From an optimization exercise on the open Yosys and OpenROAD flow, aimed at small area; shortcuts taken in it are not production practice.
The RTL was checked by simulation tests, not by an equivalence proof against the original design.
Power and IR drop assume default switching activity. The flow treats the clock pin as an ideal source, which a real chip does not have.

==> lagoon <==
==> flow/design.v <==
module ramp_adc_ao2 (
  input  logic a0, s0, a1, s1,
  output logic y
);
  assign y = (a0 & s0) | (a1 & s1);
endmodule
module ramp_adc_aoi3 (
  input  logic a0, s0, a1, s1, a2, s2,
  output logic y
);
  assign y = ~((a0 & s0) | (a1 & s1) | (a2 & s2));
endmodule
module ramp_adc_capture #(
  parameter int N_CH       = 128,
  parameter int RES        = 8,
  parameter int RST_CYCLES = 4,
  parameter int CHW        = $clog2(N_CH)
) (
  input  logic            clk,
  input  logic            reset,
  input  logic            enable,
  input  logic [N_CH-1:0] flag,
  output logic            ramp_rst,
  output logic [RES-1:0]  ramp_code,
  output logic            busy,
  output logic            out_valid,
  input  logic            out_ready,
  output logic [CHW-1:0]  out_ch,
  output logic [RES-1:0]  out_code,
  output logic            out_hit,
  output logic            out_last,
  output logic            frame_done
);
  localparam logic [RES-1:0] CODE_MAX = '1;
  localparam logic [CHW-1:0] CH_LAST  = CHW'(N_CH - 1);
  localparam int W    = RES + 1;             
  localparam int NGRP = (N_CH + 2) / 3;      
  localparam logic [2:0] IDLE    = 3'd0,
                         RST3    = 3'd1,
                         RST2    = 3'd2,
                         RST1    = 3'd3,
                         RST0    = 3'd4,
                         CONVERT = 3'd5,
                         READOUT = 3'd6,
                         DONE    = 3'd7;
  logic [2:0]          state, next_state;
  logic [RES-1:0]      ramp_next;
  logic [N_CH-1:0]     hit, hit_d;
  logic [N_CH*RES-1:0] code, code_d;
  logic                win, hold;
  logic                in_rst;
  assign in_rst = (state == RST3) || (state == RST2) || (state == RST1) || (state == RST0);
  always_comb begin
    next_state = state;
    case (state)
      IDLE:    if (enable) next_state = RST3;
      RST3:    next_state = RST2;
      RST2:    next_state = RST1;
      RST1:    next_state = RST0;
      RST0:    next_state = CONVERT;
      CONVERT: if (ramp_code == CODE_MAX) next_state = READOUT;
      READOUT: if (out_ready && (out_ch == CH_LAST)) next_state = DONE;
      DONE:    next_state = enable ? RST3 : IDLE;
      default: next_state = IDLE;
    endcase
  end
  always_comb begin
    ramp_next = ramp_code;
    case (state)
      CONVERT: if (ramp_code != CODE_MAX) ramp_next = ramp_code + 1'b1;
      DONE:    ramp_next = '0;
      default: ;
    endcase
  end
  assign ramp_rst   = in_rst;
  assign busy       = (state != IDLE);
  assign out_valid  = (state == READOUT);
  assign frame_done = (state == DONE);
  always_ff @(posedge clk) begin
    if (reset) begin
      state     <= IDLE;
      ramp_code <= '0;
      out_ch    <= '0;
    end else begin
      state     <= next_state;
      ramp_code <= ramp_next;
      if (out_valid && out_ready) out_ch <= out_ch + 1'b1;
    end
  end
  assign win  = (state == RST0) || ((state == CONVERT) && (ramp_code != CODE_MAX));
  assign hold = !in_rst;
  logic [N_CH-1:0] hit_n;
  assign hit_n = ~hit;
  for (genvar i = 0; i < N_CH; i++) begin : g_ch
    ramp_adc_ao2 u_hit (.a0(win), .s0(flag[i]), .a1(hold), .s1(hit[i]), .y(hit_d[i]));
    for (genvar b = 0; b < RES; b++) begin : g_b
      ramp_adc_ao2 u_code (
        .a0(code[i*RES+b]), .s0(hit[i]), .a1(ramp_next[b]), .s1(hit_n[i]),
        .y(code_d[i*RES+b])
      );
    end
  end
  always_ff @(posedge clk) begin
    hit  <= hit_d;
    code <= code_d;
  end
  logic [3*NGRP-1:0] sel;
  logic [W-1:0]      rd [3*NGRP];
  logic [NGRP-1:0]   part_n [W];
  always_comb begin
    for (int i = 0; i < 3 * NGRP; i++) begin
      sel[i] = (i < N_CH) && out_valid && (out_ch == CHW'(i));
      rd[i]  = (i < N_CH) ? {hit[i], code[i*RES +: RES]} : '0;
    end
  end
  for (genvar b = 0; b < W; b++) begin : g_bit
    for (genvar g = 0; g < NGRP; g++) begin : g_grp
      if (3 * g + 2 < N_CH) begin : g_3
        ramp_adc_aoi3 u_aoi (
          .a0(rd[3*g][b]),   .s0(sel[3*g]),
          .a1(rd[3*g+1][b]), .s1(sel[3*g+1]),
          .a2(rd[3*g+2][b]), .s2(sel[3*g+2]),
          .y(part_n[b][g])
        );
      end else if (3 * g + 1 < N_CH) begin : g_2
        logic part;
        ramp_adc_ao2 u_ao (
          .a0(rd[3*g][b]),   .s0(sel[3*g]),
          .a1(rd[3*g+1][b]), .s1(sel[3*g+1]),
          .y(part)
        );
        assign part_n[b][g] = ~part;
      end else begin : g_1
        assign part_n[b][g] = ~(rd[3*g][b] & sel[3*g]);
      end
    end
  end
  always_comb begin
    for (int b = 0; b < RES; b++) out_code[b] = ~&part_n[b];
    out_hit = ~&part_n[RES];
  end
  assign out_last = out_valid && (out_ch == CH_LAST);
endmodule
==> flow/flow/run.sh <==
#!/bin/bash
# Standard ORFS layout (the standard.sh) with two changes:
# - port buffers are the smallest buffer, buf_1, instead of the cell buffer_ports picks;
# - clock tree synthesis runs without dummy loads.
# make's full output goes to make_finish.log in this folder; ORFS's per-step logs stay
# under orfs/logs.
set -euo pipefail
bash standard.sh \
  "BUFFER_PORTS_ARGS=-buffer_cell sky130_fd_sc_hd__buf_1" \
  "CTS_ARGS=-sink_clustering_enable -repair_clock_nets -dont_use_dummy_load -buf_list sky130_fd_sc_hd__clkbuf_16 -sink_clustering_size 30 -sink_clustering_max_diameter 100" \
  finish > make_finish.log 2>&1
==> flow/standard.sh <==
#!/bin/bash
# synth_recipe.tcl (not shown) runs the flow's synth.tcl, then flattens the netlist and writes it again
# the make line also repeats each setting of config.mk as NAME=value (left out here)
make -C /OpenROAD-flow-scripts/flow DESIGN_CONFIG=/design/flow/config.mk WORK_HOME=/design/flow/orfs CLKGATE_MAP_FILE= SYNTH_SCRIPT=/design/flow/synth_recipe.tcl "${@:-finish}"
==> flow/config.mk <==
export PLATFORM = sky130hd
export DESIGN_NAME = ramp_adc_capture
export DESIGN_NICKNAME = ramp_adc_capture
export VERILOG_FILES = /design/flow/design.v
export SDC_FILE = /design/flow/constraint.sdc
export NUM_CORES = 4
export LEC_CHECK = 0
export CAP_MARGIN = 20
export CORE_MARGIN = 2
export CORE_UTILIZATION = 50
export CTS_BUF_LIST = sky130_fd_sc_hd__clkbuf_16
export CTS_CLUSTER_DIAMETER = 100
export CTS_CLUSTER_SIZE = 30
export SETUP_SLACK_MARGIN = 0.2
export SLEW_MARGIN = 20
export SYNTH_HIERARCHICAL = 1
export SYNTH_MINIMUM_KEEP_SIZE = 0
==> flow/constraint.sdc <==
create_clock -name core_clock -period 8.0 [get_ports {clk}]
set_input_delay 1.6000 -clock core_clock [delete_from_list [all_inputs] [get_ports {clk}]]
set_output_delay 1.6000 -clock core_clock [all_outputs]
set_load 0.01 [all_outputs]
==> inputs of quartz, as changes to lagoon <==
==> flow/design.v, changed modules only <==
module ramp_adc_capture #(
  parameter int N_CH       = 128,
  parameter int RES        = 8,
  parameter int RST_CYCLES = 4,
  parameter int CHW        = $clog2(N_CH)
) (
  input  logic            clk,
  input  logic            reset,
  input  logic            enable,
  input  logic [N_CH-1:0] flag,
  output logic            ramp_rst,
  output logic [RES-1:0]  ramp_code,
  output logic            busy,
  output logic            out_valid,
  input  logic            out_ready,
  output logic [CHW-1:0]  out_ch,
  output logic [RES-1:0]  out_code,
  output logic            out_hit,
  output logic            out_last,
  output logic            frame_done
);
  localparam logic [RES-1:0] CODE_MAX = '1;
  localparam logic [CHW-1:0] CH_LAST  = CHW'(N_CH - 1);
  localparam int W    = RES + 1;             
  localparam int NGRP = (N_CH + 2) / 3;      
  localparam logic [2:0] IDLE    = 3'd0,
                         RST3    = 3'd1,
                         RST2    = 3'd2,
                         RST1    = 3'd3,
                         RST0    = 3'd4,
                         CONVERT = 3'd5,
                         READOUT = 3'd6,
                         DONE    = 3'd7;
  logic [2:0]          state, next_state;
  logic [RES-1:0]      cnt, cnt_inc, cnt_next;
  logic [RES-1:0]      ramp_next;
  logic [N_CH-1:0]     hit, hit_d;
  logic [N_CH*RES-1:0] code, code_d;
  logic                win, hold;
  logic                in_rst, cnt_max;
  assign in_rst  = (state == RST3) || (state == RST2) || (state == RST1) || (state == RST0);
  assign cnt_inc = cnt + 1'b1;
  assign cnt_max = (cnt == CODE_MAX);
  always_comb begin
    next_state = state;
    case (state)
      IDLE:    if (enable) next_state = RST3;
      RST3:    next_state = RST2;
      RST2:    next_state = RST1;
      RST1:    next_state = RST0;
      RST0:    next_state = CONVERT;
      CONVERT: if (cnt_max) next_state = READOUT;
      READOUT: if (out_ready && (cnt[CHW-1:0] == CH_LAST)) next_state = DONE;
      DONE:    next_state = enable ? RST3 : IDLE;
      default: next_state = IDLE;
    endcase
  end
  always_comb begin
    cnt_next = cnt;
    case (state)
      CONVERT: cnt_next = cnt_inc;
      READOUT: if (out_ready) cnt_next = cnt_inc;
      DONE:    cnt_next = '0;
      default: ;
    endcase
  end
  assign ramp_next = ((state == CONVERT) && !cnt_max) ? cnt_inc :
                     (((state == CONVERT) || (state == READOUT)) ? CODE_MAX : cnt);
  assign ramp_rst   = in_rst;
  assign busy       = (state != IDLE);
  assign out_valid  = (state == READOUT);
  assign frame_done = (state == DONE);
  assign ramp_code  = cnt | {RES{(state == READOUT) || (state == DONE)}};
  assign out_ch     = cnt[CHW-1:0] & {CHW{out_valid}};
  always_ff @(posedge clk) begin
    if (reset) begin
      state <= IDLE;
      cnt   <= '0;
    end else begin
      state <= next_state;
      cnt   <= cnt_next;
    end
  end
  assign win  = (state == RST0) || ((state == CONVERT) && !cnt_max);
  assign hold = !in_rst;
  logic [N_CH-1:0] hit_n;
  assign hit_n = ~hit;
  for (genvar i = 0; i < N_CH; i++) begin : g_ch
    ramp_adc_ao2 u_hit (.a0(win), .s0(flag[i]), .a1(hold), .s1(hit[i]), .y(hit_d[i]));
    for (genvar b = 0; b < RES; b++) begin : g_b
      ramp_adc_ao2 u_code (
        .a0(code[i*RES+b]), .s0(hit[i]), .a1(ramp_next[b]), .s1(hit_n[i]),
        .y(code_d[i*RES+b])
      );
    end
  end
  always_ff @(posedge clk) begin
    hit  <= hit_d;
    code <= code_d;
  end
  logic [3*NGRP-1:0] sel;
  logic [W-1:0]      rd [3*NGRP];
  logic [NGRP-1:0]   part_n [W];
  always_comb begin
    for (int i = 0; i < 3 * NGRP; i++) begin
      sel[i] = (i < N_CH) && out_valid && (cnt[CHW-1:0] == CHW'(i));
      rd[i]  = (i < N_CH) ? {hit[i], code[i*RES +: RES]} : '0;
    end
  end
  for (genvar b = 0; b < W; b++) begin : g_bit
    for (genvar g = 0; g < NGRP; g++) begin : g_grp
      if (3 * g + 2 < N_CH) begin : g_3
        ramp_adc_aoi3 u_aoi (
          .a0(rd[3*g][b]),   .s0(sel[3*g]),
          .a1(rd[3*g+1][b]), .s1(sel[3*g+1]),
          .a2(rd[3*g+2][b]), .s2(sel[3*g+2]),
          .y(part_n[b][g])
        );
      end else if (3 * g + 1 < N_CH) begin : g_2
        logic part;
        ramp_adc_ao2 u_ao (
          .a0(rd[3*g][b]),   .s0(sel[3*g]),
          .a1(rd[3*g+1][b]), .s1(sel[3*g+1]),
          .y(part)
        );
        assign part_n[b][g] = ~part;
      end else begin : g_1
        assign part_n[b][g] = ~(rd[3*g][b] & sel[3*g]);
      end
    end
  end
  always_comb begin
    for (int b = 0; b < RES; b++) out_code[b] = ~&part_n[b];
    out_hit = ~&part_n[RES];
  end
  assign out_last = out_valid && (cnt[CHW-1:0] == CH_LAST);
endmodule
- CORE_UTILIZATION: 50 -> 65
==> summary of the runs <==
Between lagoon and quartz, the lower clock skew is in quartz (gap 0.014 ns). In lagoon the combinational power is smaller than in quartz, by 30%. Between quartz and lagoon, the lower via count is in lagoon (gap about 0.8%, measured against lagoon). In quartz the first-iteration DRC count is higher than in lagoon, by 9.6%. In lagoon the sequential cell count is higher than in quartz, by 7. In non-clock buffer count, quartz and lagoon do not differ. Between quartz and lagoon, the lower sequential share of layout area is in lagoon (gap 0.34 points). Between lagoon and quartz, the lower die area is in quartz (gap 30%, measured against quartz). Against lagoon, the routed wire length of quartz is smaller by 7.7%. Hold slack: quartz is worse than lagoon (0.0030 ns). Of lagoon and quartz, lagoon has the higher synthesized cell count (gap 0.34%, measured against quartz).
==> figures <==
Run status: lagoon finished clean; quartz finished clean
Synthesized area divided by synthesized cell count: lagoon 12.3 um2; quartz 12.3 um2
Antenna violations before repair: lagoon 4; quartz 3
Post-Synth Simple-Gate Area: lagoon 4.75%; quartz 4.47%
Global routing met2 resource utilization: lagoon 52.5%; quartz 59.9%
Reg-to-reg startpoint: lagoon state[0]$_SDFFE_PP0P_; quartz cnt[0]$_SDFFE_PP0P_
Synth top area share: lagoon 58.2%; quartz 58.2%
Overall power consumption: lagoon 9440 uW; quartz 9830 uW
Maximum number of pins on one net before global-route repair: lagoon 129; quartz 115
Final weighted congestion in routability-driven placement: lagoon 0.999; quartz 1.05
Share of cell area taken by muxes after synthesis: lagoon 0.0498%; quartz 0%
Number of placement rows: lagoon 103; quartz 90
Final Core Density: lagoon 54.8%; quartz 70.8%
Post-placement setup slack: lagoon 2.24 ns; quartz 1.91 ns
Skew final: lagoon 0.0287 ns; quartz 0.0145 ns
Tap cells: lagoon 1,050; quartz 782
X dimension of the die: lagoon 288 um; quartz 252 um
Adder-cell share of the synthesized area: lagoon 0.156%; quartz 0.125%
Filler Cell Count: lagoon 6,770; quartz 4,299
Maximum net fanout on the critical path: lagoon 16; quartz 23
Final Worst Setup Slack: lagoon 1.23 ns; quartz 0.644 ns
Unique cell type count in the Yosys netlist: lagoon 52; quartz 45
Cell type with the highest occurrence count on the critical path: lagoon nor2_1; quartz nand3_1

-- afterwards: timing with drivers on the ports --
The results above use ideal ports. As a check the final layouts listed here were re-extracted and re-timed, cells and wires unchanged.
Step 1 assumes that a clkbuf_16 drives the clock port and a buf_2 every other input.
Step 2 adds t to the input delays and takes it off the output delays; t is the mean of the earliest and latest rising clock arrival at the registers after step 1. Input paths then give back, and output paths get back, about the clock's delay inside the block.
a / b / c = ideal ports / drivers / drivers and shift; a / b = the first two.
run | t (ns) | setup slack, ns | hold WS [ns]
lagoon | 0.701 | 1.227 / 1.157 / 1.858 | 0.499 / 0.499 / 0.499
quartz | 0.697 | 0.644 / 0.576 / 1.273 | 0.496 / 0.496 / 0.496
After both steps every run listed still meets setup and hold.
